Background: an optimization exercise with open tools, aiming at small area, a short achievable clock period and few clock cycles per item. Do not read the settings as production practice.
The RTL was checked by simulation tests, not by an equivalence proof against the original design.
Power is estimated from default activity; no workload was simulated.

===== design.v =====
package lsp_pkg;
	typedef logic [16-1:0] lsp_t;
	typedef logic [$clog2(16)-1:0] lsp_index_t;
	function automatic lsp_t lsp_codebook(input int row, input int entry);
		lsp_codebook = 16'hffff;
		case (row)
			0:
				case (entry)
					0: lsp_codebook = 800;
					1: lsp_codebook = 1000;
					2: lsp_codebook = 1200;
					3: lsp_codebook = 1400;
					4: lsp_codebook = 1600;
					5: lsp_codebook = 1800;
					6: lsp_codebook = 2000;
					7: lsp_codebook = 2200;
					8: lsp_codebook = 2400;
					9: lsp_codebook = 2600;
					10: lsp_codebook = 2800;
					11: lsp_codebook = 3000;
					12: lsp_codebook = 3200;
					13: lsp_codebook = 3400;
					14: lsp_codebook = 3600;
					15: lsp_codebook = 3800;
					default: lsp_codebook = 16'hffff;
				endcase
			1:
				case (entry)
					0: lsp_codebook = 1600;
					1: lsp_codebook = 1900;
					2: lsp_codebook = 2200;
					3: lsp_codebook = 2500;
					4: lsp_codebook = 2800;
					5: lsp_codebook = 3100;
					6: lsp_codebook = 3400;
					7: lsp_codebook = 3700;
					8: lsp_codebook = 4000;
					9: lsp_codebook = 4300;
					10: lsp_codebook = 4600;
					11: lsp_codebook = 4900;
					12: lsp_codebook = 5200;
					13: lsp_codebook = 5500;
					14: lsp_codebook = 5800;
					15: lsp_codebook = 6100;
					default: lsp_codebook = 16'hffff;
				endcase
			2:
				case (entry)
					0: lsp_codebook = 3000;
					1: lsp_codebook = 3400;
					2: lsp_codebook = 3800;
					3: lsp_codebook = 4200;
					4: lsp_codebook = 4600;
					5: lsp_codebook = 5000;
					6: lsp_codebook = 5400;
					7: lsp_codebook = 5800;
					8: lsp_codebook = 6200;
					9: lsp_codebook = 6600;
					10: lsp_codebook = 7000;
					11: lsp_codebook = 7400;
					12: lsp_codebook = 7800;
					13: lsp_codebook = 8200;
					14: lsp_codebook = 8600;
					15: lsp_codebook = 9000;
					default: lsp_codebook = 16'hffff;
				endcase
			3:
				case (entry)
					0: lsp_codebook = 4000;
					1: lsp_codebook = 4500;
					2: lsp_codebook = 5000;
					3: lsp_codebook = 5500;
					4: lsp_codebook = 6000;
					5: lsp_codebook = 6500;
					6: lsp_codebook = 7000;
					7: lsp_codebook = 7500;
					8: lsp_codebook = 8000;
					9: lsp_codebook = 8500;
					10: lsp_codebook = 9000;
					11: lsp_codebook = 9500;
					12: lsp_codebook = 10000;
					13: lsp_codebook = 10500;
					14: lsp_codebook = 11000;
					15: lsp_codebook = 11500;
					default: lsp_codebook = 16'hffff;
				endcase
			4:
				case (entry)
					0: lsp_codebook = 6000;
					1: lsp_codebook = 6600;
					2: lsp_codebook = 7200;
					3: lsp_codebook = 7800;
					4: lsp_codebook = 8400;
					5: lsp_codebook = 9000;
					6: lsp_codebook = 9600;
					7: lsp_codebook = 10200;
					8: lsp_codebook = 10800;
					9: lsp_codebook = 11400;
					10: lsp_codebook = 12000;
					11: lsp_codebook = 12600;
					12: lsp_codebook = 13200;
					13: lsp_codebook = 13800;
					14: lsp_codebook = 14400;
					15: lsp_codebook = 15000;
					default: lsp_codebook = 16'hffff;
				endcase
			5:
				case (entry)
					0: lsp_codebook = 8000;
					1: lsp_codebook = 8700;
					2: lsp_codebook = 9400;
					3: lsp_codebook = 10100;
					4: lsp_codebook = 10800;
					5: lsp_codebook = 11500;
					6: lsp_codebook = 12200;
					7: lsp_codebook = 12900;
					8: lsp_codebook = 13600;
					9: lsp_codebook = 14300;
					10: lsp_codebook = 15000;
					11: lsp_codebook = 15700;
					12: lsp_codebook = 16400;
					13: lsp_codebook = 17100;
					14: lsp_codebook = 17800;
					15: lsp_codebook = 18500;
					default: lsp_codebook = 16'hffff;
				endcase
			6:
				case (entry)
					0: lsp_codebook = 10000;
					1: lsp_codebook = 10800;
					2: lsp_codebook = 11600;
					3: lsp_codebook = 12400;
					4: lsp_codebook = 13200;
					5: lsp_codebook = 14000;
					6: lsp_codebook = 14800;
					7: lsp_codebook = 15600;
					8: lsp_codebook = 16400;
					9: lsp_codebook = 17200;
					10: lsp_codebook = 18000;
					11: lsp_codebook = 18800;
					12: lsp_codebook = 19600;
					13: lsp_codebook = 20400;
					14: lsp_codebook = 21200;
					15: lsp_codebook = 22000;
					default: lsp_codebook = 16'hffff;
				endcase
			7:
				case (entry)
					0: lsp_codebook = 14000;
					1: lsp_codebook = 15200;
					2: lsp_codebook = 16400;
					3: lsp_codebook = 17600;
					4: lsp_codebook = 18800;
					5: lsp_codebook = 20000;
					6: lsp_codebook = 21200;
					7: lsp_codebook = 22400;
					default: lsp_codebook = 16'hffff;
				endcase
			8:
				case (entry)
					0: lsp_codebook = 18000;
					1: lsp_codebook = 19500;
					2: lsp_codebook = 21000;
					3: lsp_codebook = 22500;
					4: lsp_codebook = 24000;
					5: lsp_codebook = 25500;
					6: lsp_codebook = 27000;
					7: lsp_codebook = 28500;
					default: lsp_codebook = 16'hffff;
				endcase
			9:
				case (entry)
					0: lsp_codebook = 24000;
					1: lsp_codebook = 28000;
					2: lsp_codebook = 32000;
					3: lsp_codebook = 36000;
					default: lsp_codebook = 16'hffff;
				endcase
			default: lsp_codebook = 16'hffff;
		endcase
	endfunction
	function automatic int lsp_cb_size(input int row);
		if (row < 7)
			lsp_cb_size = 16;
		else if (row < 9)
			lsp_cb_size = 8;
		else
			lsp_cb_size = 4;
	endfunction
	function automatic int lsp_index_bits(input int row);
		if (row < 7)
			lsp_index_bits = 4;
		else if (row < 9)
			lsp_index_bits = 3;
		else
			lsp_index_bits = 2;
	endfunction
endpackage
package frame_pkg;
	typedef enum logic [1:0]
	{
		IDLE,
		QUANT,
		DONE
	} enc_state_t;
	typedef logic [48-1:0] frame_bits_t;
	typedef logic [8-1:0] woe_index_t;
endpackage
module lsp_lane0
(
	input  logic [15:0] value,
	output logic [3:0] gray
);
	logic n21, n22, n23, n24, n25, n26, n27,
		n28, n29, n30, n31, n32, n33, n34, n35,
		n36, n37, n38, n39, n40, n41, n42, n43,
		n44, n45, n46, n47, n48, n49, n50, n51,
		n52, n53, n54, n55, n56, n57, n58, n59,
		n60, n61, n62, n63, n64, n65, n66, n67,
		n68, n69, n70, n71, n72, n73, n74, n76,
		n77, n78, n79, n80, n81, n82, n83, n84,
		n85, n86, n87, n88, n89, n90, n91, n92,
		n93, n94, n96, n97, n98, n99, n100,
		n101, n102, n104, n105, n106, n107;
	assign n21 = ~value[8] & ~value[9];
	assign n22 = ~value[0] & ~value[1];
	assign n23 = value[2] & ~n22;
	assign n24 = ~value[3] & ~n23;
	assign n25 = ~value[4] & n24;
	assign n26 = value[5] & ~n25;
	assign n27 = ~value[6] & ~value[8];
	assign n28 = ~n26 & n27;
	assign n29 = ~value[7] & ~value[8];
	assign n30 = value[9] & ~n29;
	assign n31 = value[4] & ~n24;
	assign n32 = ~value[5] & ~n31;
	assign n33 = ~value[6] & n32;
	assign n34 = ~value[7] & n33;
	assign n35 = ~n30 & ~n34;
	assign n36 = ~n28 & ~n35;
	assign n37 = ~n21 & ~n36;
	assign n38 = ~value[12] & ~value[13];
	assign n39 = ~value[14] & ~value[15];
	assign n40 = n38 & n39;
	assign n41 = ~value[11] & n40;
	assign n42 = n25 & n33;
	assign n43 = value[7] & value[8];
	assign n44 = ~n42 & n43;
	assign n45 = ~value[10] & ~n44;
	assign n46 = n41 & ~n45;
	assign n47 = ~n37 & n46;
	assign n48 = value[6] & value[7];
	assign n49 = n26 & n48;
	assign n50 = n21 & ~n49;
	assign n51 = value[5] & n31;
	assign n52 = value[6] & value[9];
	assign n53 = n51 & n52;
	assign n54 = value[11] & n40;
	assign n55 = value[10] & n54;
	assign n56 = ~n30 & n55;
	assign n57 = ~n53 & n56;
	assign n58 = ~n50 & n57;
	assign n59 = ~value[6] & n29;
	assign n60 = ~n51 & n59;
	assign n61 = value[8] & n52;
	assign n62 = ~n32 & n61;
	assign n63 = value[6] & n43;
	assign n64 = ~value[9] & ~n63;
	assign n65 = ~value[5] & ~value[9];
	assign n66 = n25 & n65;
	assign n67 = ~n64 & ~n66;
	assign n68 = ~n62 & n67;
	assign n69 = ~n60 & ~n68;
	assign n70 = ~value[10] & n54;
	assign n71 = value[9] & n43;
	assign n72 = n70 & ~n71;
	assign n73 = ~n69 & n72;
	assign n74 = ~n58 & ~n73;
	assign gray[0] = n47 | ~n74;
	assign n76 = value[3] & n23;
	assign n77 = ~value[4] & ~n76;
	assign n78 = ~value[5] & n77;
	assign n79 = value[6] & ~n78;
	assign n80 = ~value[7] & n21;
	assign n81 = ~n79 & n80;
	assign n82 = value[5] & ~n77;
	assign n83 = n61 & n82;
	assign n84 = value[10] & n41;
	assign n85 = ~n71 & n84;
	assign n86 = ~n83 & n85;
	assign n87 = ~n81 & n86;
	assign n88 = n27 & n78;
	assign n89 = n30 & n70;
	assign n90 = ~n88 & n89;
	assign n91 = n43 & n82;
	assign n92 = n55 & n64;
	assign n93 = ~n91 & n92;
	assign n94 = ~n90 & ~n93;
	assign gray[1] = n87 | ~n94;
	assign n96 = value[4] & n76;
	assign n97 = n65 & ~n96;
	assign n98 = n54 & n97;
	assign n99 = n60 & n98;
	assign n100 = ~n64 & n84;
	assign n101 = ~n97 & n100;
	assign n102 = ~n70 & ~n101;
	assign gray[2] = n99 | ~n102;
	assign n104 = n49 & n96;
	assign n105 = ~value[10] & n21;
	assign n106 = n40 & n105;
	assign n107 = ~n104 & n106;
	assign gray[3] = ~n41 & ~n107;
endmodule
module lsp_lane1
(
	input  logic [15:0] value,
	output logic [3:0] gray
);
	logic n21, n22, n23, n24, n25, n26, n27,
		n28, n29, n30, n31, n32, n33, n34, n35,
		n36, n37, n38, n39, n40, n41, n42, n43,
		n44, n45, n46, n47, n48, n49, n50, n51,
		n52, n53, n54, n55, n56, n57, n58, n59,
		n60, n61, n62, n63, n64, n65, n66, n67,
		n68, n69, n70, n71, n72, n73, n74, n75,
		n76, n77, n78, n80, n81, n82, n83, n84,
		n85, n86, n87, n88, n89, n90, n91, n92,
		n93, n94, n95, n96, n97, n98, n99,
		n100, n101, n102, n103, n105, n106, n107,
		n108, n109, n110, n111, n112, n113, n114,
		n115, n116, n117, n119, n120, n121, n122,
		n123;
	assign n21 = value[0] & value[1];
	assign n22 = value[2] & n21;
	assign n23 = value[3] & n22;
	assign n24 = value[4] & value[6];
	assign n25 = value[7] & n24;
	assign n26 = value[5] & ~value[10];
	assign n27 = ~n25 & ~n26;
	assign n28 = n23 & ~n27;
	assign n29 = value[5] & value[6];
	assign n30 = value[7] & n29;
	assign n31 = value[4] & value[5];
	assign n32 = ~value[10] & n31;
	assign n33 = ~n30 & ~n32;
	assign n34 = ~value[6] & ~value[7];
	assign n35 = ~value[10] & ~n34;
	assign n36 = n33 & ~n35;
	assign n37 = ~n28 & n36;
	assign n38 = value[8] & ~n37;
	assign n39 = value[9] & ~n38;
	assign n40 = value[7] & value[9];
	assign n41 = ~value[10] & n40;
	assign n42 = ~value[3] & ~n22;
	assign n43 = ~value[5] & ~value[6];
	assign n44 = ~value[4] & n43;
	assign n45 = n42 & n44;
	assign n46 = n41 & ~n45;
	assign n47 = n38 & ~n46;
	assign n48 = ~value[13] & ~value[14];
	assign n49 = ~value[15] & n48;
	assign n50 = ~value[12] & n49;
	assign n51 = value[11] & n50;
	assign n52 = ~n47 & n51;
	assign n53 = ~n39 & n52;
	assign n54 = value[8] & value[9];
	assign n55 = n23 & n31;
	assign n56 = value[10] & n34;
	assign n57 = ~n55 & n56;
	assign n58 = n54 & ~n57;
	assign n59 = ~value[11] & n49;
	assign n60 = value[12] & n59;
	assign n61 = ~n23 & n44;
	assign n62 = n41 & ~n61;
	assign n63 = n60 & ~n62;
	assign n64 = ~n58 & n63;
	assign n65 = n25 & ~n42;
	assign n66 = ~value[8] & ~n30;
	assign n67 = ~n65 & n66;
	assign n68 = value[9] & value[10];
	assign n69 = ~value[12] & n68;
	assign n70 = n59 & n69;
	assign n71 = ~n67 & n70;
	assign n72 = ~n64 & ~n71;
	assign n73 = ~n25 & n42;
	assign n74 = ~n33 & ~n73;
	assign n75 = ~value[8] & ~value[9];
	assign n76 = ~n35 & n75;
	assign n77 = ~n74 & n76;
	assign n78 = ~n72 & ~n77;
	assign gray[0] = n53 | n78;
	assign n80 = ~value[2] & ~n21;
	assign n81 = ~value[3] & n80;
	assign n82 = n31 & ~n81;
	assign n83 = ~value[6] & ~n82;
	assign n84 = value[7] & ~n83;
	assign n85 = n75 & ~n84;
	assign n86 = value[10] & ~n85;
	assign n87 = ~value[4] & n81;
	assign n88 = ~value[7] & ~value[8];
	assign n89 = n43 & n88;
	assign n90 = ~value[9] & ~value[10];
	assign n91 = n89 & n90;
	assign n92 = n87 & n91;
	assign n93 = n51 & ~n92;
	assign n94 = ~n86 & n93;
	assign n95 = n29 & ~n87;
	assign n96 = ~value[7] & ~n95;
	assign n97 = value[8] & ~n96;
	assign n98 = n90 & ~n97;
	assign n99 = value[4] & ~n81;
	assign n100 = n89 & ~n99;
	assign n101 = n68 & ~n100;
	assign n102 = n60 & ~n101;
	assign n103 = ~n98 & n102;
	assign gray[1] = n94 | n103;
	assign n105 = ~value[10] & n60;
	assign n106 = value[3] & ~n80;
	assign n107 = n24 & n106;
	assign n108 = ~value[10] & ~n29;
	assign n109 = n88 & n108;
	assign n110 = ~n107 & n109;
	assign n111 = n51 & ~n90;
	assign n112 = ~n110 & n111;
	assign n113 = ~n105 & ~n112;
	assign n114 = ~value[6] & ~n106;
	assign n115 = ~value[11] & n54;
	assign n116 = ~n114 & n115;
	assign n117 = n84 & n116;
	assign gray[2] = ~n113 & ~n117;
	assign n119 = ~value[7] & n44;
	assign n120 = ~n106 & n119;
	assign n121 = value[10] & value[11];
	assign n122 = n54 & n121;
	assign n123 = ~n120 & n122;
	assign gray[3] = ~n50 | n123;
endmodule
module lsp_lane2
(
	input  logic [15:0] value,
	output logic [3:0] gray
);
	logic n21, n22, n23, n24, n25, n26, n27,
		n28, n29, n30, n31, n32, n33, n34, n35,
		n36, n37, n38, n39, n40, n41, n42, n43,
		n44, n45, n46, n47, n48, n49, n50, n51,
		n52, n53, n54, n55, n56, n57, n58, n59,
		n60, n61, n62, n63, n64, n65, n66, n67,
		n68, n69, n70, n71, n72, n73, n74, n75,
		n76, n78, n79, n80, n81, n82, n83, n84,
		n85, n86, n87, n88, n89, n90, n91, n92,
		n93, n94, n95, n96, n97, n99, n100,
		n101, n102, n103, n104, n105, n106, n107,
		n109, n110, n111, n112, n113;
	assign n21 = ~value[14] & ~value[15];
	assign n22 = ~value[10] & ~value[11];
	assign n23 = ~value[12] & value[13];
	assign n24 = n22 & n23;
	assign n25 = n21 & n24;
	assign n26 = ~value[0] & ~value[1];
	assign n27 = ~value[2] & ~value[3];
	assign n28 = n26 & n27;
	assign n29 = ~value[4] & n28;
	assign n30 = value[5] & ~n29;
	assign n31 = value[6] & n30;
	assign n32 = ~value[7] & ~value[8];
	assign n33 = ~n31 & n32;
	assign n34 = value[9] & ~n33;
	assign n35 = n25 & ~n34;
	assign n36 = value[7] & value[8];
	assign n37 = n31 & n36;
	assign n38 = ~value[9] & ~n37;
	assign n39 = value[10] & ~n38;
	assign n40 = ~value[5] & n29;
	assign n41 = value[6] & ~n40;
	assign n42 = value[7] & value[9];
	assign n43 = n41 & n42;
	assign n44 = value[8] & value[9];
	assign n45 = ~value[10] & ~n44;
	assign n46 = ~n43 & n45;
	assign n47 = value[12] & ~n46;
	assign n48 = ~n39 & n47;
	assign n49 = ~value[6] & n40;
	assign n50 = ~value[7] & ~value[9];
	assign n51 = n49 & n50;
	assign n52 = ~value[10] & ~n51;
	assign n53 = value[11] & value[12];
	assign n54 = ~value[6] & ~n30;
	assign n55 = ~value[9] & n32;
	assign n56 = n54 & n55;
	assign n57 = n53 & ~n56;
	assign n58 = ~n52 & n57;
	assign n59 = ~value[8] & ~value[9];
	assign n60 = value[7] & value[10];
	assign n61 = ~n49 & n60;
	assign n62 = n59 & ~n61;
	assign n63 = value[7] & n44;
	assign n64 = ~n54 & n63;
	assign n65 = value[10] & value[11];
	assign n66 = ~n53 & ~n65;
	assign n67 = ~n64 & ~n66;
	assign n68 = ~n62 & n67;
	assign n69 = ~n58 & ~n68;
	assign n70 = ~n48 & n69;
	assign n71 = ~value[13] & n21;
	assign n72 = n41 & n44;
	assign n73 = ~n63 & ~n72;
	assign n74 = n58 & n73;
	assign n75 = n71 & ~n74;
	assign n76 = ~n70 & n75;
	assign gray[0] = n35 | n76;
	assign n78 = value[12] & n71;
	assign n79 = value[4] & ~n28;
	assign n80 = ~value[5] & ~n79;
	assign n81 = value[6] & ~n80;
	assign n82 = n55 & ~n81;
	assign n83 = ~value[11] & ~n82;
	assign n84 = ~value[6] & n80;
	assign n85 = n42 & ~n84;
	assign n86 = n46 & ~n85;
	assign n87 = ~n83 & ~n86;
	assign n88 = ~n22 & ~n87;
	assign n89 = n78 & ~n88;
	assign n90 = n32 & n84;
	assign n91 = value[9] & n65;
	assign n92 = n71 & n91;
	assign n93 = ~n90 & n92;
	assign n94 = value[7] & n81;
	assign n95 = n25 & n59;
	assign n96 = ~n94 & n95;
	assign n97 = ~n93 & ~n96;
	assign gray[1] = n89 | ~n97;
	assign n99 = value[5] & n79;
	assign n100 = ~value[6] & ~value[9];
	assign n101 = ~n99 & n100;
	assign n102 = ~n59 & ~n101;
	assign n103 = n22 & ~n36;
	assign n104 = ~n102 & n103;
	assign n105 = ~n50 & n65;
	assign n106 = n102 & n105;
	assign n107 = n78 & ~n106;
	assign gray[2] = ~n104 & n107;
	assign n109 = ~value[7] & ~n99;
	assign n110 = value[10] & value[12];
	assign n111 = ~n109 & n110;
	assign n112 = ~n73 & n111;
	assign n113 = ~n53 & n71;
	assign gray[3] = n112 | ~n113;
endmodule
module lsp_lane3
(
	input  logic [15:0] value,
	output logic [3:0] gray
);
	logic n21, n22, n23, n24, n25, n26, n27,
		n28, n29, n30, n31, n32, n33, n34, n35,
		n36, n37, n38, n39, n40, n41, n42, n43,
		n44, n45, n46, n47, n48, n49, n50, n51,
		n52, n53, n54, n55, n56, n57, n58, n59,
		n60, n61, n62, n63, n64, n65, n66, n67,
		n68, n69, n70, n71, n72, n73, n74, n76,
		n77, n78, n79, n80, n81, n82, n83, n84,
		n85, n86, n87, n88, n89, n90, n91, n92,
		n93, n94, n95, n96, n97, n98, n99,
		n100, n102, n103, n104, n105, n106, n107,
		n108, n109, n110, n111, n112, n114, n115,
		n116, n117, n118, n119;
	assign n21 = ~value[7] & ~value[8];
	assign n22 = ~value[9] & n21;
	assign n23 = value[0] & value[1];
	assign n24 = ~value[2] & ~n23;
	assign n25 = value[3] & ~n24;
	assign n26 = ~value[4] & ~n25;
	assign n27 = value[11] & ~n26;
	assign n28 = value[5] & value[6];
	assign n29 = n27 & n28;
	assign n30 = n22 & ~n29;
	assign n31 = value[4] & n25;
	assign n32 = ~value[6] & ~value[11];
	assign n33 = ~n31 & n32;
	assign n34 = ~value[5] & ~value[8];
	assign n35 = ~value[9] & n34;
	assign n36 = n33 & n35;
	assign n37 = value[10] & ~n36;
	assign n38 = ~value[3] & n24;
	assign n39 = ~value[4] & ~value[6];
	assign n40 = n38 & n39;
	assign n41 = value[10] & n40;
	assign n42 = n36 & ~n41;
	assign n43 = ~n37 & ~n42;
	assign n44 = ~n30 & n43;
	assign n45 = value[4] & value[6];
	assign n46 = ~n38 & n45;
	assign n47 = ~n28 & ~n46;
	assign n48 = value[11] & ~n47;
	assign n49 = value[10] & ~n48;
	assign n50 = n30 & n49;
	assign n51 = ~n44 & ~n50;
	assign n52 = ~value[14] & ~value[15];
	assign n53 = ~value[13] & n52;
	assign n54 = value[12] & n53;
	assign n55 = ~value[5] & ~value[6];
	assign n56 = ~n40 & ~n55;
	assign n57 = ~value[12] & value[13];
	assign n58 = n52 & n57;
	assign n59 = ~value[11] & n58;
	assign n60 = ~value[7] & n59;
	assign n61 = ~n56 & n60;
	assign n62 = ~n54 & ~n61;
	assign n63 = ~n51 & ~n62;
	assign n64 = ~n27 & n55;
	assign n65 = ~n33 & ~n64;
	assign n66 = n22 & ~n65;
	assign n67 = value[5] & value[7];
	assign n68 = value[8] & n67;
	assign n69 = value[9] & value[11];
	assign n70 = n68 & n69;
	assign n71 = n46 & n70;
	assign n72 = ~value[10] & n58;
	assign n73 = ~n71 & n72;
	assign n74 = ~n66 & n73;
	assign gray[0] = n63 | n74;
	assign n76 = n34 & ~n58;
	assign n77 = ~n21 & ~n76;
	assign n78 = value[2] & n23;
	assign n79 = value[3] & n78;
	assign n80 = n39 & ~n79;
	assign n81 = ~n55 & n58;
	assign n82 = n21 & ~n81;
	assign n83 = ~n80 & ~n82;
	assign n84 = ~n77 & ~n83;
	assign n85 = value[9] & ~n84;
	assign n86 = ~value[10] & ~n85;
	assign n87 = value[11] & ~n86;
	assign n88 = ~n54 & ~n58;
	assign n89 = ~n54 & n68;
	assign n90 = ~value[9] & ~n89;
	assign n91 = n21 & ~n28;
	assign n92 = ~n54 & n91;
	assign n93 = n45 & n79;
	assign n94 = n54 & ~n91;
	assign n95 = ~n93 & ~n94;
	assign n96 = ~n92 & n95;
	assign n97 = ~n90 & ~n96;
	assign n98 = value[11] & ~n97;
	assign n99 = n86 & ~n98;
	assign n100 = ~n88 & ~n99;
	assign gray[1] = ~n87 & n100;
	assign n102 = value[9] & value[10];
	assign n103 = ~value[3] & ~n78;
	assign n104 = value[4] & ~n103;
	assign n105 = n21 & ~n104;
	assign n106 = n102 & ~n105;
	assign n107 = ~n91 & n106;
	assign n108 = ~value[11] & ~n107;
	assign n109 = n54 & ~n108;
	assign n110 = ~n55 & n102;
	assign n111 = n59 & ~n110;
	assign n112 = ~n106 & n111;
	assign gray[2] = n109 | n112;
	assign n114 = ~value[4] & n103;
	assign n115 = value[6] & ~n114;
	assign n116 = n91 & ~n115;
	assign n117 = value[11] & value[12];
	assign n118 = n102 & n117;
	assign n119 = ~n116 & n118;
	assign gray[3] = ~n53 | n119;
endmodule
module lsp_lane4
(
	input  logic [15:0] value,
	output logic [3:0] gray
);
	logic n21, n22, n23, n24, n25, n26, n27,
		n28, n29, n30, n31, n32, n33, n34, n35,
		n36, n37, n38, n39, n40, n41, n42, n43,
		n44, n45, n46, n47, n48, n49, n50, n51,
		n52, n53, n54, n55, n56, n57, n58, n59,
		n60, n61, n62, n63, n64, n65, n66, n67,
		n68, n69, n70, n71, n72, n73, n74, n75,
		n76, n77, n78, n79, n80, n81, n82, n84,
		n85, n86, n87, n88, n89, n90, n91, n92,
		n93, n94, n95, n96, n97, n98, n99,
		n100, n101, n102, n103, n104, n105, n106,
		n107, n108, n109, n111, n112, n113, n114,
		n115, n116, n117, n118, n119, n120, n121,
		n123, n124, n125, n126, n127, n128;
	assign n21 = ~value[14] & ~value[15];
	assign n22 = value[12] & n21;
	assign n23 = ~value[5] & value[13];
	assign n24 = value[6] & value[8];
	assign n25 = ~n23 & n24;
	assign n26 = value[11] & ~n25;
	assign n27 = value[5] & ~value[13];
	assign n28 = ~value[0] & ~value[1];
	assign n29 = value[2] & ~n28;
	assign n30 = value[3] & n29;
	assign n31 = ~value[4] & ~n30;
	assign n32 = ~n27 & n31;
	assign n33 = ~n26 & ~n32;
	assign n34 = value[7] & value[8];
	assign n35 = value[11] & ~n34;
	assign n36 = ~value[8] & ~value[10];
	assign n37 = ~value[5] & ~value[6];
	assign n38 = ~value[7] & n37;
	assign n39 = n36 & n38;
	assign n40 = ~n35 & ~n39;
	assign n41 = ~value[10] & ~value[13];
	assign n42 = value[10] & value[13];
	assign n43 = ~value[9] & ~n42;
	assign n44 = ~n41 & n43;
	assign n45 = ~n40 & n44;
	assign n46 = ~n33 & n45;
	assign n47 = ~value[8] & ~value[9];
	assign n48 = value[4] & n30;
	assign n49 = ~n23 & n48;
	assign n50 = ~value[6] & ~n27;
	assign n51 = ~n49 & n50;
	assign n52 = value[7] & ~n51;
	assign n53 = n47 & ~n52;
	assign n54 = value[10] & value[11];
	assign n55 = value[11] & ~value[13];
	assign n56 = ~n42 & ~n55;
	assign n57 = ~n54 & ~n56;
	assign n58 = ~n53 & n57;
	assign n59 = ~n46 & ~n58;
	assign n60 = n22 & ~n59;
	assign n61 = value[5] & value[9];
	assign n62 = ~n48 & ~n61;
	assign n63 = n24 & ~n62;
	assign n64 = value[9] & ~n35;
	assign n65 = ~value[10] & ~n64;
	assign n66 = ~n63 & n65;
	assign n67 = value[5] & value[7];
	assign n68 = ~n31 & n67;
	assign n69 = value[6] & value[7];
	assign n70 = ~value[8] & ~n69;
	assign n71 = ~n68 & n70;
	assign n72 = value[9] & value[10];
	assign n73 = ~value[11] & n72;
	assign n74 = ~n71 & n73;
	assign n75 = value[13] & n21;
	assign n76 = ~value[12] & n75;
	assign n77 = ~value[9] & ~value[10];
	assign n78 = ~value[11] & n67;
	assign n79 = n77 & ~n78;
	assign n80 = n76 & ~n79;
	assign n81 = ~n74 & n80;
	assign n82 = ~n66 & n81;
	assign gray[0] = n60 | n82;
	assign n84 = ~value[3] & ~n29;
	assign n85 = value[4] & ~n84;
	assign n86 = value[5] & n85;
	assign n87 = n69 & n86;
	assign n88 = n36 & ~n87;
	assign n89 = n55 & ~n77;
	assign n90 = n22 & n89;
	assign n91 = ~n88 & n90;
	assign n92 = n38 & ~n85;
	assign n93 = value[8] & value[9];
	assign n94 = ~n92 & n93;
	assign n95 = value[12] & ~n94;
	assign n96 = ~value[5] & ~n85;
	assign n97 = value[6] & ~n96;
	assign n98 = ~value[7] & n47;
	assign n99 = ~n97 & n98;
	assign n100 = value[10] & ~n99;
	assign n101 = ~n95 & n100;
	assign n102 = ~value[11] & n75;
	assign n103 = ~n101 & n102;
	assign n104 = ~n91 & ~n103;
	assign n105 = ~value[6] & ~n86;
	assign n106 = n34 & ~n105;
	assign n107 = ~value[9] & ~n106;
	assign n108 = n54 & n76;
	assign n109 = ~n107 & n108;
	assign gray[1] = ~n104 | n109;
	assign n111 = ~value[4] & n84;
	assign n112 = value[5] & ~n111;
	assign n113 = value[6] & n112;
	assign n114 = ~value[7] & n36;
	assign n115 = ~n113 & n114;
	assign n116 = ~value[6] & ~n112;
	assign n117 = n34 & n72;
	assign n118 = ~n116 & n117;
	assign n119 = ~n77 & ~n118;
	assign n120 = ~n115 & n119;
	assign n121 = ~n104 & ~n120;
	assign gray[2] = n76 | n121;
	assign n123 = n38 & n111;
	assign n124 = value[8] & ~n123;
	assign n125 = n77 & ~n124;
	assign n126 = value[11] & ~n125;
	assign n127 = ~value[12] & ~n126;
	assign n128 = value[13] & ~n127;
	assign gray[3] = ~n21 | n128;
endmodule
module lsp_lane5
(
	input  logic [15:0] value,
	output logic [3:0] gray
);
	logic n21, n22, n23, n24, n25, n26, n27,
		n28, n29, n30, n31, n32, n33, n34, n35,
		n36, n37, n38, n39, n40, n41, n42, n43,
		n44, n45, n46, n47, n48, n49, n50, n51,
		n52, n53, n54, n55, n56, n57, n58, n59,
		n60, n61, n62, n63, n64, n65, n66, n67,
		n68, n69, n70, n71, n72, n73, n74, n75,
		n76, n77, n78, n79, n80, n81, n82, n83,
		n84, n85, n86, n87, n88, n89, n91, n92,
		n93, n94, n95, n96, n97, n98, n99,
		n100, n101, n102, n103, n104, n105, n106,
		n107, n108, n109, n110, n111, n112, n113,
		n114, n115, n116, n117, n118, n120, n121,
		n122, n123, n124, n125, n126, n127, n129,
		n130, n131, n132, n133;
	assign n21 = ~value[9] & ~value[10];
	assign n22 = ~value[8] & n21;
	assign n23 = value[5] & value[6];
	assign n24 = value[0] & value[1];
	assign n25 = ~value[2] & ~n24;
	assign n26 = ~value[3] & n25;
	assign n27 = value[6] & ~n26;
	assign n28 = value[4] & n27;
	assign n29 = ~n23 & ~n28;
	assign n30 = value[7] & ~n29;
	assign n31 = n22 & ~n30;
	assign n32 = value[11] & ~n31;
	assign n33 = ~value[5] & ~value[6];
	assign n34 = value[2] & n24;
	assign n35 = value[3] & n34;
	assign n36 = value[4] & n35;
	assign n37 = n33 & ~n36;
	assign n38 = value[7] & ~n37;
	assign n39 = n22 & ~n38;
	assign n40 = value[9] & value[10];
	assign n41 = ~value[3] & ~n34;
	assign n42 = value[4] & ~n41;
	assign n43 = ~value[7] & ~value[8];
	assign n44 = n33 & n43;
	assign n45 = ~n42 & n44;
	assign n46 = n40 & ~n45;
	assign n47 = ~n39 & ~n46;
	assign n48 = ~n32 & ~n47;
	assign n49 = n23 & n36;
	assign n50 = n43 & ~n49;
	assign n51 = n48 & ~n50;
	assign n52 = value[8] & value[9];
	assign n53 = value[7] & n52;
	assign n54 = n23 & n53;
	assign n55 = n42 & n54;
	assign n56 = ~value[10] & value[11];
	assign n57 = ~n55 & n56;
	assign n58 = value[12] & ~n22;
	assign n59 = ~value[4] & n41;
	assign n60 = ~value[7] & n21;
	assign n61 = ~value[6] & n60;
	assign n62 = ~value[5] & n61;
	assign n63 = n59 & n62;
	assign n64 = n58 & ~n63;
	assign n65 = ~n57 & n64;
	assign n66 = ~n51 & n65;
	assign n67 = ~value[14] & ~value[15];
	assign n68 = value[13] & n67;
	assign n69 = ~value[4] & ~n35;
	assign n70 = n23 & ~n69;
	assign n71 = n60 & ~n70;
	assign n72 = ~value[11] & ~value[12];
	assign n73 = ~value[13] & value[14];
	assign n74 = ~value[15] & n73;
	assign n75 = n72 & n74;
	assign n76 = ~n71 & n75;
	assign n77 = ~n22 & n76;
	assign n78 = ~n68 & ~n77;
	assign n79 = n33 & n69;
	assign n80 = n53 & ~n79;
	assign n81 = n57 & ~n80;
	assign n82 = ~n48 & ~n81;
	assign n83 = value[7] & n23;
	assign n84 = ~n59 & n83;
	assign n85 = ~value[8] & ~n84;
	assign n86 = n76 & n85;
	assign n87 = ~value[12] & ~n86;
	assign n88 = ~n82 & n87;
	assign n89 = ~n78 & ~n88;
	assign gray[0] = ~n66 & n89;
	assign n91 = n32 & n40;
	assign n92 = value[3] & ~n25;
	assign n93 = ~value[4] & ~n92;
	assign n94 = ~value[5] & n93;
	assign n95 = value[6] & ~n94;
	assign n96 = n43 & ~n95;
	assign n97 = n91 & ~n96;
	assign n98 = ~value[10] & ~value[11];
	assign n99 = ~n53 & n98;
	assign n100 = ~n23 & ~n92;
	assign n101 = n52 & ~n100;
	assign n102 = ~n29 & n101;
	assign n103 = n99 & ~n102;
	assign n104 = ~value[12] & ~n103;
	assign n105 = ~n97 & n104;
	assign n106 = value[4] & value[5];
	assign n107 = n92 & n106;
	assign n108 = n61 & ~n107;
	assign n109 = value[11] & n58;
	assign n110 = ~n108 & n109;
	assign n111 = ~n105 & ~n110;
	assign n112 = n68 & ~n111;
	assign n113 = value[5] & ~n93;
	assign n114 = ~value[6] & n43;
	assign n115 = ~n113 & n114;
	assign n116 = value[10] & ~n115;
	assign n117 = ~n40 & n75;
	assign n118 = ~n116 & n117;
	assign gray[1] = n112 | n118;
	assign n120 = ~n26 & n106;
	assign n121 = ~value[6] & ~value[8];
	assign n122 = ~n120 & n121;
	assign n123 = value[12] & ~n43;
	assign n124 = ~n122 & n123;
	assign n125 = n91 & n124;
	assign n126 = ~value[12] & ~n32;
	assign n127 = n68 & ~n126;
	assign gray[2] = ~n125 & n127;
	assign n129 = ~n27 & n98;
	assign n130 = ~n95 & n129;
	assign n131 = value[12] & value[13];
	assign n132 = ~n99 & n131;
	assign n133 = ~n130 & n132;
	assign gray[3] = ~n67 | n133;
endmodule
module lsp_lane6
(
	input  logic [15:0] value,
	output logic [3:0] gray
);
	logic n21, n22, n23, n24, n25, n26, n27,
		n28, n29, n30, n31, n32, n33, n34, n35,
		n36, n37, n38, n39, n40, n41, n42, n43,
		n44, n45, n46, n47, n48, n49, n50, n51,
		n52, n53, n54, n55, n56, n57, n58, n59,
		n60, n61, n62, n63, n64, n65, n66, n67,
		n68, n69, n70, n71, n72, n73, n74, n75,
		n76, n77, n78, n79, n80, n81, n82, n83,
		n84, n85, n86, n87, n89, n90, n91, n92,
		n93, n94, n95, n97, n98, n99, n100,
		n101, n102, n104, n105, n106, n107, n108,
		n109;
	assign n21 = ~value[13] & value[14];
	assign n22 = value[8] & value[11];
	assign n23 = value[9] & n22;
	assign n24 = ~value[0] & ~value[1];
	assign n25 = ~value[2] & ~value[3];
	assign n26 = ~value[4] & n25;
	assign n27 = n24 & n26;
	assign n28 = ~value[5] & n27;
	assign n29 = ~value[6] & n28;
	assign n30 = ~value[7] & n29;
	assign n31 = n23 & ~n30;
	assign n32 = value[10] & value[11];
	assign n33 = ~n31 & ~n32;
	assign n34 = value[6] & ~n28;
	assign n35 = value[7] & n34;
	assign n36 = ~value[10] & ~n35;
	assign n37 = value[13] & ~value[14];
	assign n38 = ~n36 & n37;
	assign n39 = ~n33 & n38;
	assign n40 = ~n21 & ~n39;
	assign n41 = ~value[10] & ~value[11];
	assign n42 = ~value[8] & ~value[9];
	assign n43 = ~value[11] & n42;
	assign n44 = ~n35 & n43;
	assign n45 = ~n41 & ~n44;
	assign n46 = value[12] & ~value[15];
	assign n47 = n37 & n46;
	assign n48 = n45 & n47;
	assign n49 = n40 & ~n48;
	assign n50 = ~n40 & n45;
	assign n51 = value[5] & ~n27;
	assign n52 = ~value[6] & ~n51;
	assign n53 = ~value[7] & n52;
	assign n54 = value[8] & ~value[9];
	assign n55 = value[10] & n54;
	assign n56 = n53 & n55;
	assign n57 = value[6] & n51;
	assign n58 = ~value[7] & ~n57;
	assign n59 = value[10] & n42;
	assign n60 = ~n23 & ~n59;
	assign n61 = ~n58 & ~n60;
	assign n62 = n46 & ~n61;
	assign n63 = ~n56 & n62;
	assign n64 = ~n50 & n63;
	assign n65 = ~n49 & n64;
	assign n66 = value[9] & value[10];
	assign n67 = value[8] & n66;
	assign n68 = value[11] & ~n67;
	assign n69 = n37 & n68;
	assign n70 = ~n53 & n66;
	assign n71 = n68 & ~n70;
	assign n72 = n21 & ~n71;
	assign n73 = ~n69 & ~n72;
	assign n74 = ~value[9] & ~value[10];
	assign n75 = ~n22 & n74;
	assign n76 = value[7] & ~n43;
	assign n77 = ~n52 & n76;
	assign n78 = n75 & ~n77;
	assign n79 = value[13] & n66;
	assign n80 = ~value[11] & n67;
	assign n81 = ~n79 & ~n80;
	assign n82 = value[7] & ~n81;
	assign n83 = n57 & n82;
	assign n84 = ~value[12] & ~value[15];
	assign n85 = ~n83 & n84;
	assign n86 = ~n78 & n85;
	assign n87 = ~n73 & n86;
	assign gray[0] = n65 | n87;
	assign n89 = n34 & ~n43;
	assign n90 = n75 & ~n76;
	assign n91 = ~n89 & n90;
	assign n92 = n65 & n91;
	assign n93 = n50 & n84;
	assign n94 = ~value[11] & n47;
	assign n95 = ~n93 & ~n94;
	assign gray[1] = n92 | ~n95;
	assign n97 = ~value[8] & n30;
	assign n98 = value[9] & ~n97;
	assign n99 = n41 & ~n98;
	assign n100 = n47 & ~n99;
	assign n101 = n21 & n84;
	assign n102 = n33 & n101;
	assign gray[2] = n100 | n102;
	assign n104 = value[7] & ~n29;
	assign n105 = ~value[8] & ~n104;
	assign n106 = value[11] & value[12];
	assign n107 = n79 & n106;
	assign n108 = ~n105 & n107;
	assign n109 = ~value[14] & ~value[15];
	assign gray[3] = n108 | ~n109;
endmodule
module lsp_lane7
(
	input  logic [15:0] value,
	output logic [3:0] gray
);
	logic n22, n23, n24, n25, n26, n27, n28,
		n29, n30, n31, n32, n33, n34, n35, n36,
		n37, n38, n39, n40, n41, n42, n43, n44,
		n45, n46, n47, n48, n49, n50, n51, n52,
		n53, n54, n55, n56, n57, n58, n59, n60,
		n61, n63, n64, n65, n66, n67, n68, n69,
		n70, n71, n72, n73, n74, n76, n77, n78,
		n79, n80, n81, n82;
	assign n22 = ~value[13] & ~value[15];
	assign n23 = value[11] & value[12];
	assign n24 = value[14] & ~n23;
	assign n25 = n22 & n24;
	assign n26 = ~value[0] & ~value[1];
	assign n27 = ~value[2] & n26;
	assign n28 = value[3] & ~n27;
	assign n29 = ~value[4] & ~n28;
	assign n30 = value[5] & ~n29;
	assign n31 = value[6] & n30;
	assign n32 = ~value[7] & ~value[8];
	assign n33 = ~n31 & n32;
	assign n34 = value[9] & ~n33;
	assign n35 = ~value[5] & n29;
	assign n36 = value[8] & value[9];
	assign n37 = value[6] & value[7];
	assign n38 = n36 & n37;
	assign n39 = ~n35 & n38;
	assign n40 = ~value[10] & ~n39;
	assign n41 = ~value[11] & n40;
	assign n42 = ~n34 & n41;
	assign n43 = ~value[6] & ~value[7];
	assign n44 = ~value[9] & n43;
	assign n45 = ~n30 & n44;
	assign n46 = ~value[8] & ~value[9];
	assign n47 = value[10] & ~n46;
	assign n48 = ~n45 & n47;
	assign n49 = value[12] & ~n48;
	assign n50 = value[11] & ~n40;
	assign n51 = ~n49 & ~n50;
	assign n52 = ~n42 & n51;
	assign n53 = n25 & ~n52;
	assign n54 = ~value[10] & n44;
	assign n55 = n35 & n54;
	assign n56 = ~value[10] & n46;
	assign n57 = ~value[14] & ~value[15];
	assign n58 = value[13] & n23;
	assign n59 = n57 & n58;
	assign n60 = ~n56 & n59;
	assign n61 = ~n55 & n60;
	assign gray[0] = n53 | n61;
	assign n63 = value[4] & n28;
	assign n64 = value[5] & n63;
	assign n65 = value[6] & n64;
	assign n66 = ~value[7] & n56;
	assign n67 = ~n65 & n66;
	assign n68 = value[12] & ~n67;
	assign n69 = n25 & ~n68;
	assign n70 = ~value[6] & ~n64;
	assign n71 = value[7] & ~n70;
	assign n72 = ~value[9] & ~n71;
	assign n73 = n47 & n59;
	assign n74 = ~n72 & n73;
	assign gray[1] = n69 | n74;
	assign n76 = ~value[5] & n43;
	assign n77 = ~n63 & n76;
	assign n78 = value[10] & n36;
	assign n79 = ~n77 & n78;
	assign n80 = ~value[11] & ~value[12];
	assign n81 = n22 & n80;
	assign n82 = ~n79 & n81;
	assign gray[2] = ~n57 & ~n82;
	assign gray[3] = 1'b0;
endmodule
module lsp_lane8
(
	input  logic [15:0] value,
	output logic [3:0] gray
);
	logic n22, n23, n24, n25, n26, n27, n28,
		n29, n30, n31, n32, n33, n34, n35, n36,
		n37, n38, n39, n40, n41, n42, n43, n44,
		n45, n46, n47, n48, n49, n50, n51, n52,
		n53, n54, n55, n56, n57, n58, n59, n60,
		n62, n63, n64, n65, n66, n67, n68, n69,
		n70, n71, n72, n73, n74, n75, n76, n77,
		n78, n79, n80, n81, n82, n84, n85, n86,
		n87, n88, n89, n90, n91;
	assign n22 = value[7] & value[13];
	assign n23 = ~value[8] & ~value[9];
	assign n24 = ~n22 & n23;
	assign n25 = value[4] & value[13];
	assign n26 = value[0] & value[1];
	assign n27 = value[2] & n26;
	assign n28 = ~n25 & ~n27;
	assign n29 = ~value[4] & ~value[13];
	assign n30 = value[5] & ~n29;
	assign n31 = ~value[3] & ~n25;
	assign n32 = n30 & ~n31;
	assign n33 = ~n28 & n32;
	assign n34 = ~value[6] & ~value[9];
	assign n35 = ~n33 & n34;
	assign n36 = ~n24 & ~n35;
	assign n37 = ~value[7] & ~value[13];
	assign n38 = value[8] & ~n37;
	assign n39 = ~value[11] & ~value[13];
	assign n40 = value[11] & value[13];
	assign n41 = ~n39 & ~n40;
	assign n42 = ~value[10] & n41;
	assign n43 = ~n38 & n42;
	assign n44 = ~n36 & n43;
	assign n45 = ~value[3] & n28;
	assign n46 = value[6] & ~n37;
	assign n47 = n30 & n46;
	assign n48 = ~n45 & n47;
	assign n49 = n24 & ~n48;
	assign n50 = value[10] & ~n41;
	assign n51 = ~n49 & n50;
	assign n52 = value[11] & value[12];
	assign n53 = value[12] & ~value[13];
	assign n54 = ~value[12] & value[13];
	assign n55 = ~value[11] & ~n54;
	assign n56 = ~n53 & n55;
	assign n57 = value[14] & ~value[15];
	assign n58 = ~n56 & n57;
	assign n59 = ~n52 & n58;
	assign n60 = ~n51 & n59;
	assign gray[0] = ~n44 & n60;
	assign n62 = ~value[2] & ~n26;
	assign n63 = value[3] & ~n62;
	assign n64 = ~value[5] & ~n63;
	assign n65 = ~value[3] & n62;
	assign n66 = value[4] & ~n65;
	assign n67 = ~value[5] & ~n66;
	assign n68 = ~n64 & ~n67;
	assign n69 = ~value[6] & ~value[7];
	assign n70 = ~n68 & n69;
	assign n71 = value[9] & value[10];
	assign n72 = value[8] & n71;
	assign n73 = ~n70 & n72;
	assign n74 = value[11] & ~n53;
	assign n75 = ~n73 & n74;
	assign n76 = ~value[4] & ~value[6];
	assign n77 = n64 & n76;
	assign n78 = value[7] & ~n77;
	assign n79 = ~value[8] & ~n78;
	assign n80 = value[13] & n71;
	assign n81 = ~n79 & n80;
	assign n82 = n58 & ~n81;
	assign gray[1] = ~n75 & n82;
	assign n84 = value[6] & value[7];
	assign n85 = ~n67 & n84;
	assign n86 = ~value[8] & ~n85;
	assign n87 = value[9] & ~n86;
	assign n88 = ~value[10] & ~n87;
	assign n89 = n52 & ~n88;
	assign n90 = ~value[13] & ~n89;
	assign n91 = value[14] & ~n90;
	assign gray[2] = value[15] | n91;
	assign gray[3] = 1'b0;
endmodule
module lsp_lane9
(
	input  logic [15:0] value,
	output logic [3:0] gray
);
	logic n22, n23, n24, n25, n26, n27, n28,
		n29, n30, n31, n32, n33, n34, n35, n36,
		n37, n38, n39, n40, n41, n42, n43, n44,
		n45, n47, n48, n49, n50, n51, n52, n53;
	assign n22 = value[9] & value[10];
	assign n23 = ~value[11] & ~n22;
	assign n24 = ~value[12] & n23;
	assign n25 = ~value[0] & ~value[1];
	assign n26 = ~value[2] & ~value[3];
	assign n27 = n25 & n26;
	assign n28 = value[4] & ~n27;
	assign n29 = ~value[5] & ~n28;
	assign n30 = ~value[6] & n29;
	assign n31 = value[8] & value[10];
	assign n32 = value[7] & n31;
	assign n33 = ~n30 & n32;
	assign n34 = n24 & ~n33;
	assign n35 = value[13] & value[14];
	assign n36 = ~value[15] & n35;
	assign n37 = ~n34 & n36;
	assign n38 = value[6] & value[7];
	assign n39 = value[10] & n38;
	assign n40 = ~n29 & n39;
	assign n41 = ~value[13] & ~value[14];
	assign n42 = value[15] & n41;
	assign n43 = ~n31 & n42;
	assign n44 = n24 & n43;
	assign n45 = ~n40 & n44;
	assign gray[0] = n37 | n45;
	assign n47 = value[5] & n28;
	assign n48 = ~value[6] & ~value[7];
	assign n49 = ~n47 & n48;
	assign n50 = n31 & ~n49;
	assign n51 = n23 & ~n50;
	assign n52 = value[12] & n35;
	assign n53 = ~n51 & n52;
	assign gray[1] = value[15] | n53;
	assign gray[2] = 1'b0;
	assign gray[3] = 1'b0;
endmodule
module lsp_scalar_quantizer
#(
	parameter int unsigned lane_num = 0
)
(
	input  lsp_pkg::lsp_t value,
	output lsp_pkg::lsp_index_t gray
);
	case (lane_num)
		0: begin : g_l0 lsp_lane0 u_lane (.value(value), .gray(gray)); end
		1: begin : g_l1 lsp_lane1 u_lane (.value(value), .gray(gray)); end
		2: begin : g_l2 lsp_lane2 u_lane (.value(value), .gray(gray)); end
		3: begin : g_l3 lsp_lane3 u_lane (.value(value), .gray(gray)); end
		4: begin : g_l4 lsp_lane4 u_lane (.value(value), .gray(gray)); end
		5: begin : g_l5 lsp_lane5 u_lane (.value(value), .gray(gray)); end
		6: begin : g_l6 lsp_lane6 u_lane (.value(value), .gray(gray)); end
		7: begin : g_l7 lsp_lane7 u_lane (.value(value), .gray(gray)); end
		8: begin : g_l8 lsp_lane8 u_lane (.value(value), .gray(gray)); end
		9: begin : g_l9 lsp_lane9 u_lane (.value(value), .gray(gray)); end
		default: begin : g_none assign gray = '0; end
	endcase
endmodule
module frame_packer
(
	input  logic [10*16-1:0] lsp_in,
	input  logic voiced_first,
	input  logic voiced_second,
	input  frame_pkg::woe_index_t woe_index,
	output frame_pkg::frame_bits_t frame_word
);
	localparam int iw = $clog2(16);
	logic [10*iw-1:0] lane_gray;
	for (genvar g = 0; g < 10; g++)
	begin : g_lane
		lsp_scalar_quantizer #(.lane_num(g)) u_quant
		(
			.value (lsp_in[g*16 +: 16]),
			.gray (lane_gray[g*iw +: iw])
		);
	end
	always_comb
	begin
		int pos;
		frame_word = '0;
		frame_word[48-1] = voiced_first;
		frame_word[48-2] = voiced_second;
		frame_word[48-3 -: 8] = woe_index ^ (woe_index >> 1);
		pos = 48 - 2 - 8;
		for (int l = 0; l < 10; l++)
		begin
			pos = pos - lsp_pkg::lsp_index_bits(l);
			for (int b = 0; b < lsp_pkg::lsp_index_bits(l); b++)
				frame_word[pos + b] = lane_gray[l*iw + b];
		end
	end
endmodule
module codec2_frame_encoder
(
	input  logic clk,
	input  logic rst,
	input  logic start,
	input  logic [10*16-1:0] lsp_in,
	input  logic voiced_first,
	input  logic voiced_second,
	input  frame_pkg::woe_index_t woe_index,
	output frame_pkg::frame_bits_t encoded_bits,
	output logic done_frame
);
	logic busy;
	logic accept;
	frame_pkg::frame_bits_t frame_word;
	frame_pkg::frame_bits_t word_q;
	assign accept = start && !busy;
	frame_packer u_packer
	(
		.lsp_in (lsp_in),
		.voiced_first (voiced_first),
		.voiced_second (voiced_second),
		.woe_index (woe_index),
		.frame_word (frame_word)
	);
	always_ff @(posedge clk or negedge rst)
	begin
		if (!rst)
		begin
			busy <= 1'b0;
			done_frame <= 1'b0;
			word_q <= '0;
		end
		else
		begin
			busy <= accept;
			if (accept)
				done_frame <= 1'b1;
			if (accept)
				word_q <= frame_word;
		end
	end
	assign encoded_bits = word_q;
endmodule

===== run.sh =====
#!/bin/bash
# synth_recipe.tcl (not shown) runs the flow's synth.tcl, then flattens the netlist and writes it again
# the make line also repeats each setting of config.mk as NAME=value (left out here)
make -C /OpenROAD-flow-scripts/flow DESIGN_CONFIG=/design/flow/config.mk WORK_HOME=/design/flow/orfs CLKGATE_MAP_FILE= SYNTH_SCRIPT=/design/flow/synth_recipe.tcl finish

===== config.mk =====
export PLATFORM = sky130hd
export DESIGN_NAME = codec2_frame_encoder
export DESIGN_NICKNAME = codec2_frame_encoder
export VERILOG_FILES = /design/flow/design.v
export SDC_FILE = /design/flow/constraint.sdc
export NUM_CORES = 4
export LEC_CHECK = 0
export CAP_MARGIN = 20
export CORE_MARGIN = 2
export CORE_UTILIZATION = 40
export SETUP_SLACK_MARGIN = 5
export SLEW_MARGIN = 20

===== constraint.sdc =====
create_clock -name core_clock -period 8.0 [get_ports {clk}]
set_input_delay 1.6000 -clock core_clock [delete_from_list [all_inputs] [get_ports {clk}]]
set_output_delay 1.6000 -clock core_clock [all_outputs]
set_load 0.01 [all_outputs]

==> summary.txt <==
## synth_stat cells (4+ instances only)
library cell and instances:
a2111oi_0 4, a211o_1 4, a211oi_1 15, a21boi_0 4, a21o_1 9, a21oi_1 61, a22oi_1 5, a31oi_1 27
and2_1 5, and3_1 5, and4b_1 4, buf_1 4, buf_4 4, clkbuf_1 54, dfrtp_1 48, inv_1 11
mux2i_1 5, nand2_1 87, nand2b_1 9, nand3_1 33, nand4_1 13, nor2_1 75, nor2b_1 12, nor3_1 27
nor4_1 16, nor4b_1 5, o2111ai_1 9, o211ai_1 8, o21a_1 10, o21ai_0 51, o22a_1 4, o22ai_1 6
o311ai_0 6, o31ai_1 13, o32a_1 4, o41ai_1 9, or3_1 7, xnor2_1 7
## worst reg2reg max path, delay by kind of cell, from the launching register on
kind | cells | cell delay [ns]
DFF | 1 | 0.36
buffers and inverters | 2 | 0.28
and+or+nand+nor | 3 | 0.37
AOI/OAI and AO/OA | 2 | 0.57
## per-layer routing
| layer | track usage | up-vias |
|---|---|---|
| li1 | - | 3247 |
| met1 | 0.335 | 3252 |
| met2 | 0.487 | 347 |
| met3 | 0.0415 | 43 |
| met4 | 0.0945 | 0 |
| met5 | 0 | - |
## registers in the layout, indices dropped and copies added, names as in the netlist
signal,count
busy,1
done_frame,1
word_q,46
## placed cells by master, fill, tap and decap left out, types with 7 or more instances in the layout
cell type and instances:
o21ai_0 45, xnor2_1 7, clkdlybuf4s50_1 115, a31oi_1 23, dlymetal6s2s_1 39, o2111ai_1 8
nand3_1 31, nor2b_1 11, dfrtp_1 48, dlygate4sd2_1 43, clkdlybuf4s15_1 9, nor4_1 8
nand2b_1 7, o31ai_1 12, o21a_1 7, nor3_1 22, buf_4 18, nand4_1 13
inv_1 11, a21oi_1 56, nand2_1 86, clkbuf_2 9, a21o_1 9, nor2_1 71
a211oi_1 10, o211ai_1 8
## through the flow
| stage | hold WS, ns | util | setup slack, ns | std cells | power (W) |
|---|---|---|---|---|---|
| 2_1_floorplan | 0.504 | - | 4.93 | 749 | 0.000437 |
| 3_3_place_gp | 0.451 | 0.582 | 4.33 | 1079 | 0.000625 |
| 3_5_place_dp | 0.456 | 0.582 | 4.34 | 1079 | 0.000629 |
| 4_1_cts | 0.476 | 0.613 | 4.93 | 1096 | 0.000899 |
| 5_1_grt | 0.492 | 0.636 | 4.89 | 1104 | 0.000949 |
| 6_report | 0.468 | 0.636 | 4.99 | 1104 | 0.000905 |
## area by class of cell
class,instances,area (µm²),share of cell area
flip-flops and latches,48,1200,0.149
inverters,12,45.0,0.00557
clock inverters,2,38.8,0.00480
repair buffers,239,2340,0.289
well taps,172,215,0.0266
clock buffers,6,139,0.0172
multi-input cells,625,4110,0.508
## worst max path at each step
stage,slack [ns],end,depth (start not counted)
floorplan,4.93,word_q[26],7
global placement,4.33,word_q[14],7
detailed placement,4.34,word_q[26],7
CTS,4.93,word_q[26],7
global route,4.89,word_q[14],7
finish,4.99,word_q[14],7
## power breakdown
part / leakage (nW) / switching (W) / total (W) / internal, W
Sequential: 0.590 / 0.0000143 / 0.000281 / 0.000266
Clock: 0.0871 / 0.000104 / 0.000261 / 0.000157
Combinational: 2.64 / 0.000191 / 0.000363 / 0.000173
## what timing repair did
| item | CTS | global route |
|---|---|---|
| endpoints found under the hold margin | 0 | 0 |
| pin swaps | 42 | 42 |
| setup endpoints to repair | 25 | 23 |
| buffers inserted | 9 | 8 |
| gates cloned | 0 | 0 |
| resized for setup | 131 | 99 |
## logic make-up (layout without fill, tap and decap cells)
| logic type | count (synthesis) | count (layout) | share of synthesized area |
|---|---|---|---|
| fa+ha+maj | 2 | 2 | 0.00382 |
| flops | 48 | 48 | 0.229 |
| buf+inv | 76 | 259 | 0.0590 |
| xor+xnor | 9 | 9 | 0.0151 |
| compound gates | 285 | 285 | 0.371 |
| simple gates | 322 | 322 | 0.311 |
| mux | 5 | 5 | 0.00956 |
| other cells | 1 | 2 | 0.000716 |
==> load_flow_metrics.sql <==
INSERT INTO impl_metrics (metric_group, metric, value, unit) VALUES
('status', 'status', 'finished clean', ''),
('global_route', 'first_global_vias', '6499', ''),
('worst_setup_path', 'worst_case_reg_to_reg_path_depth', '7', ''),
('worst_setup_path', 'r2r_end', 'word_q[10]', ''),
('drt', 'drt_wl_total', '20.5', 'mm'),
('synth', 'synthDominantAreaCellType', 'dfrtp_1', ''),
('worst_hold_path', 'min_delay_path_depth', '1', ''),
('die', 'core_region_area', '0.0127', 'mm²'),
('place', 'routabilityCongestion', '0.917', ''),
('timing', 'slew-limit-headroom', '0.549', ''),
('worst_setup_path', 'crit_fanout', '2', ''),
('worst_setup_path', 'rr_startpoint', 'busy', ''),
('drt', 'met1_wire_length', '8.12', 'mm'),
('job', 'max_cap_viol_count', '0', ''),
('clock_tree', 'ctsHtreeMaxLevel', '2', ''),
('worst_setup_path', 'endpoint_required_time_on_the_critical_path', '8.22', 'ns'),
('die', 'std_cell_rows', '41', ''),
('worst_setup_path', 'critPathBufInv', '1', ''),
('timing', 'drv_slew', '0', ''),
('drt', 'top_layer_used', 'met4', ''),
('drt', 'routed-wl-met3', '1.44', 'mm'),
('synth', 'synthDominantCellAreaShare', '0.229', ''),
('timing', 'max_clock_freq', '332', 'MHz'),
('final_layout', 'layout-drive-gt1-share', '0.129', ''),
('drt', 'vias', '6889', ''),
('synth', 'postSynthAreaPerCell', '7.00', 'µm²'),
('place', 'place_area', '0.00741', 'mm²'),
('die', 'io-pin-count', '222', ''),
('die', 'fp.dieW', '118', 'µm'),
('timing', 'finalSetupViolations', '0', ''),
('synth', 'synthFlopType', 'dfrtp_1', ''),
('power', 'ir_drop_worst_vdd', '0.0000829', 'V'),
('worst_setup_path', 'cp-start-kind', 'input pin', ''),
('timing', 'unrepaired_setup_endpoints_after_global_routing', 'yes', ''),
('final_layout', 'area_growth', '54.5', '%'),
('timing', 'finClkSkew', '0.0105', 'ns'),
('clock_tree', 'tritoncts_clock_tree', 'yes', ''),
('power', 'reported_leakage_power', '3.32', 'nW'),
('worst_setup_path', 'crit_family', 'compound AO/OA/AOI/OAI gates', ''),
('drt', 'drtAntennaViolNets', '0', ''),
('synth', 'yosys_register_bits', '48', ''),
('drt', 'detailedRoute.firstIterationViolations', '541', ''),
('final_layout', 'finalInstanceArea', '0.00809', 'mm²'),
('worst_hold_path', 'timing.hold.worst.class', 'reg2reg', ''),
('clock_tree', 'postCtsHoldBufs', '0', ''),
('power', 'areal_power_density_over_the_cells', '112', 'mW/mm²'),
('synth', 'postSynth.asyncResetShare', '1.00', ''),
('synth', 'synth_seq_area_share', '0.229', ''),
('synth', 'ys_top_cells_by_area', 'dfrtp_1 (23%), nand2_1 (6.2%), a21oi_1 (5.8%)', ''),
('timing', 'tns', '0', 'ns'),
('timing', 'finalWorstPathRequiredPeriod', '3.01', 'ns'),
('die', 'start_util', '0.412', ''),
('worst_setup_path', 'critical_path.startpoint', 'lsp_in[94]', ''),
('clock_tree', 'cts-root-buf', 'clkbuf_16', ''),
('synth', 'post_synth_num_cell_types', '78', ''),
('drt', 'routed_wire_length_per_instance', '18.5', 'µm'),
('worst_hold_path', 'hold_end', 'done_frame', ''),
('drt', 'drt_drc_violations_left', '0', ''),
('final_layout', 'final_net_count', '1104', ''),
('worst_setup_path', 'regToRegSetupSlack', '6.36', 'ns'),
('worst_hold_path', 'start_point_of_the_worst_hold_path', 'done_frame', ''),
('die', 'fp.dieArea', '0.0140', 'mm²'),
('final_layout', 'antenna-diode-count', '0', ''),
('clock_tree', 'clk_latency', '0.30', 'ns'),
('worst_setup_path', 'crit_path_max_cell_delay', '0.54', 'ns'),
('final_layout', 'fill_cells', '1168', ''),
('worst_setup_path', 'cp.arrival', '3.24', 'ns'),
('synth', 'syn_area', '0.00524', 'mm²'),
('clock_tree', 'clockBufferDepth', '2', ''),
('die', 'chipHeight', '118', 'µm'),
('timing', 'final-hold-violation-count', '0', '');
Testbench counts, summed over its fixed seeds: cycles 776, frames 384.

port drivers added, routing unchanged:
The flow's constraints put no driver on any port. The routed layout listed below was extracted and timed again, unchanged, in two steps. Step 1 assumes that a clkbuf_16 drives the clock port and a buf_2 every other input. Step 2 also shifts input and output timing later by t, the mid clock arrival at the registers, as if the neighbouring blocks saw the same clock. a / b / c = ideal / step 1 / step 2; a / b = the first two.
t (ns): 0.335
setup slack, ns: 4.987 / 4.983 / 4.649
worst setup path after step 2: input to register
slew at the worst register clock pin (ns): 0.08 / 0.08
cell pins on the clock port's net: 1
After both steps setup and hold are still met in this run. For this run, drivers alone change the setup slack by -0.004 ns; drivers and shift together by -0.338 ns.
